This is an optimization exercise on Yosys and OpenROAD, whose aim is small area, not a production implementation.
Function was checked by simulation only, so behaviour that the tests miss may differ from the original.

the previous run:
==> flow/design.v (excerpt) <==
module mm_top (
    input  logic         clk_buf,
    input  logic         sys_reset,
    input  logic         cmd_valid,
    input  logic [(4 * 8)-1:0] cmd_word,
    output logic         cmd_credit,
    output logic         res_valid,
    output mm_data_pkg::mm_acc_t      res_data,
    input  logic         res_credit,
    output logic         busy,
    output logic         done
);
==> module mm_top, before the edit <==
module mm_top (
    input  logic         clk_buf,
    input  logic         sys_reset,
    input  logic         cmd_valid,
    input  logic [(4 * 8)-1:0] cmd_word,
    output logic         cmd_credit,
    output logic         res_valid,
    output mm_data_pkg::mm_acc_t      res_data,
    input  logic         res_credit,
    output logic         busy,
    output logic         done
);
    logic [3:0]  slot0, slot1;
    logic        wr_ptr, rd_ptr;
    logic [1:0]  fill;
    logic        wexp;           
    logic        expect_data;    
    logic [31:0] dreg;
    logic        row_sel_b;
    logic [1:0]  row_idx;
    logic [3:0]  head;
    logic        pop;
    assign head       = rd_ptr ? slot1 : slot0;
    assign pop        = (fill != 2'd0) && !busy;
    assign cmd_credit = pop;
    always_ff @(posedge clk_buf) begin
        if (cmd_valid) begin
            if (wr_ptr) slot1 <= cmd_word[3:0];
            else        slot0 <= cmd_word[3:0];
        end
        if (cmd_valid && wexp) begin
            dreg <= cmd_word;
        end
    end
    always_ff @(posedge clk_buf or posedge sys_reset) begin
        if (sys_reset) begin
            wr_ptr      <= 1'b0;
            rd_ptr      <= 1'b0;
            fill        <= 2'd0;
            wexp        <= 1'b0;
            expect_data <= 1'b0;
            row_sel_b   <= 1'b0;
            row_idx     <= 2'd0;
        end else begin
            if (cmd_valid) begin
                wr_ptr <= ~wr_ptr;
                wexp   <= !wexp && (cmd_word[1:0] == mm_cmd_pkg::OP_LOAD_A ||
                                    cmd_word[1:0] == mm_cmd_pkg::OP_LOAD_B);
            end
            if (pop) begin
                rd_ptr <= ~rd_ptr;
            end
            case ({cmd_valid, pop})
                2'b10:   fill <= fill + 1'b1;
                2'b01:   fill <= fill - 1'b1;
                default: ;
            endcase
            if (pop) begin
                if (expect_data) begin
                    expect_data <= 1'b0;
                end else if (head[1:0] == mm_cmd_pkg::OP_LOAD_A ||
                             head[1:0] == mm_cmd_pkg::OP_LOAD_B) begin
                    expect_data <= 1'b1;
                    row_sel_b   <= head[1];
                    row_idx     <= head[3:2];
                end
            end
        end
    end
    logic [31:0] a_buf [4];
    logic [31:0] b_buf [4];
    logic [3:0]  a_ok, b_ok;
    logic        row_we;
    assign row_we = pop && expect_data;
    always_ff @(posedge clk_buf) begin
        for (int r = 0; r < 4; r++) begin
            if (row_we && !row_sel_b && row_idx == 2'(r)) a_buf[r] <= dreg;
            if (row_we &&  row_sel_b && row_idx == 2'(r)) b_buf[r] <= dreg;
        end
    end
    always_ff @(posedge clk_buf or posedge sys_reset) begin
        if (sys_reset) begin
            a_ok <= 4'd0;
            b_ok <= 4'd0;
        end else begin
            for (int r = 0; r < 4; r++) begin
                if (row_we && !row_sel_b && row_idx == 2'(r)) a_ok[r] <= 1'b1;
                if (row_we &&  row_sel_b && row_idx == 2'(r)) b_ok[r] <= 1'b1;
            end
        end
    end
    logic [3:0] cnt;
    logic       draining;
    logic [2:0] credits;
    logic       send;
    logic       advance;
    logic       drain_done;
    logic       start;
    assign send       = draining && (credits != 3'd0);
    assign drain_done = busy && !draining && res_valid;
    assign advance    = (busy && !draining && !res_valid) || send;
    assign start      = pop && !expect_data && (head[1:0] == mm_cmd_pkg::OP_START);
    always_ff @(posedge clk_buf or posedge sys_reset) begin
        if (sys_reset) begin
            cnt       <= 4'd0;
            busy      <= 1'b0;
            done      <= 1'b0;
            draining  <= 1'b0;
            res_valid <= 1'b0;
            credits   <= 3'(4);
        end else begin
            res_valid <= send;
            if (advance) begin
                cnt <= cnt + 1'b1;
                if (cnt == 4'd15) begin
                    draining <= !draining;
                end
            end
            if (drain_done) begin
                busy <= 1'b0;
                done <= 1'b1;
            end
            if (start) begin
                busy <= 1'b1;
                done <= 1'b0;
            end
            case ({send, res_credit})
                2'b10:   credits <= credits - 1'b1;
                2'b01:   credits <= credits + 1'b1;
                default: ;
            endcase
        end
    end
    logic [17:0] sum;
    mm_dot4 u_dot (
        .a_rows ({a_buf[3], a_buf[2], a_buf[1], a_buf[0]}),
        .b_rows ({b_buf[3], b_buf[2], b_buf[1], b_buf[0]}),
        .a_ok   (a_ok),
        .b_ok   (b_ok),
        .ri     (cnt[3:2]),
        .cj     (cnt[1:0]),
        .y      (sum)
    );
    logic [17:0] res_q;
    always_ff @(posedge clk_buf) begin
        res_q <= sum;
    end
    assign res_data = {{14{res_q[17]}}, res_q};
endmodule
Settings: LEC_CHECK=0, ABC_AREA=1, CAP_MARGIN=20, CORE_MARGIN=2, CORE_UTILIZATION=50, SLEW_MARGIN=20, SYNTH_HIERARCHICAL=1, SYNTH_MINIMUM_KEEP_SIZE=0; clock period 11.0 ns.
run.sh (not shown) runs the stock make flow with config.mk's settings and CLKGATE_MAP_FILE= SYNTH_SCRIPT=/design/flow/synth_recipe.tcl, a recipe that flattens the netlist after the stock synthesis.
The previous run ended with every stage complete and zero timing, DRC or antenna violations.
[inputs] the current run vs the previous run
diff --git a/flow/design.v b/flow/design.v
--- a/flow/design.v
+++ b/flow/design.v
@@ -1438,7 +1438,13 @@
     assign advance    = (busy && !draining && !res_valid) || send;
     assign start      = pop && !expect_data && (head[1:0] == mm_cmd_pkg::OP_START);
+    always_ff @(posedge clk_buf) begin
+        if (start) begin
+            cnt <= 4'hf;
+        end else if (advance) begin
+            cnt <= cnt + 1'b1;
+        end
+    end
     always_ff @(posedge clk_buf or posedge sys_reset) begin
         if (sys_reset) begin
-            cnt       <= 4'd0;
             busy      <= 1'b0;
             done      <= 1'b0;
@@ -1448,10 +1454,4 @@
         end else begin
             res_valid <= send;
-            if (advance) begin
-                cnt <= cnt + 1'b1;
-                if (cnt == 4'd15) begin
-                    draining <= !draining;
-                end
-            end
             if (drain_done) begin
                 busy <= 1'b0;
@@ -1462,4 +1462,7 @@
                 done <= 1'b0;
             end
+            if (advance && cnt == 4'd14) begin
+                draining <= !draining;
+            end
             case ({send, res_credit})
                 2'b10:   credits <= credits - 1'b1;
@@ -1479,8 +1482,4 @@
         .y      (sum)
     );
-    logic [17:0] res_q;
-    always_ff @(posedge clk_buf) begin
-        res_q <= sum;
-    end
-    assign res_data = {{14{res_q[17]}}, res_q};
+    assign res_data = {{14{sum[17]}}, sum};
 endmodule
Notes after the runs:
- Finished, but not clean: the current run, with negative setup slack.
- Compared with the previous run, in the current run fmax now smaller; global-route usage over all layers now larger; non-clock buffer count now larger; worst-case setup slack after placement now smaller.
- When the current run is set beside the previous run, its count of inverters not on the clock network in the layout turns out to be 2 larger.
- Taking the previous run as the reference point, the final total negative setup slack of the current run falls by 3.65 ns.
- Looking at area share of and/or/nand/nor cells after synthesis, the current run sits 0.39 points above the previous run.
- Run comparison: the current run critical path launch point cnt[3]$_SDFFE_PP1P_; the previous run critical path launch point b_ok[3]$_DFFE_PP0P_

separate check: timing with driven ports:
In the flow no input, the clock included, has a driving cell. The finished layouts below were timed again as built, in two steps. Step 1, drivers: a clkbuf_16 drives clk_buf and a buf_2 each remaining input, both assumed. Step 2 moves the port delays by t, midway between the first and last clock arrival at a register: inputs arrive t later, outputs are due t later. That takes back most of the time a late clock gives input paths. Three values: ideal ports, drivers, drivers and shift; two values: the first two.
run	shift t [ns]	slack for setup (ns)	hold WS [ns]	clock arrival spread, ns	cell pins on the clock port's net
the previous run	0.611	1.081 / 1.081 / 1.081	0.489 / 0.489 / 0.489	0.020 / 0.019	1
the current run	0.564	-0.315 / -0.365 / 0.199	0.499 / 0.499 / 0.499	0.026 / 0.026	1
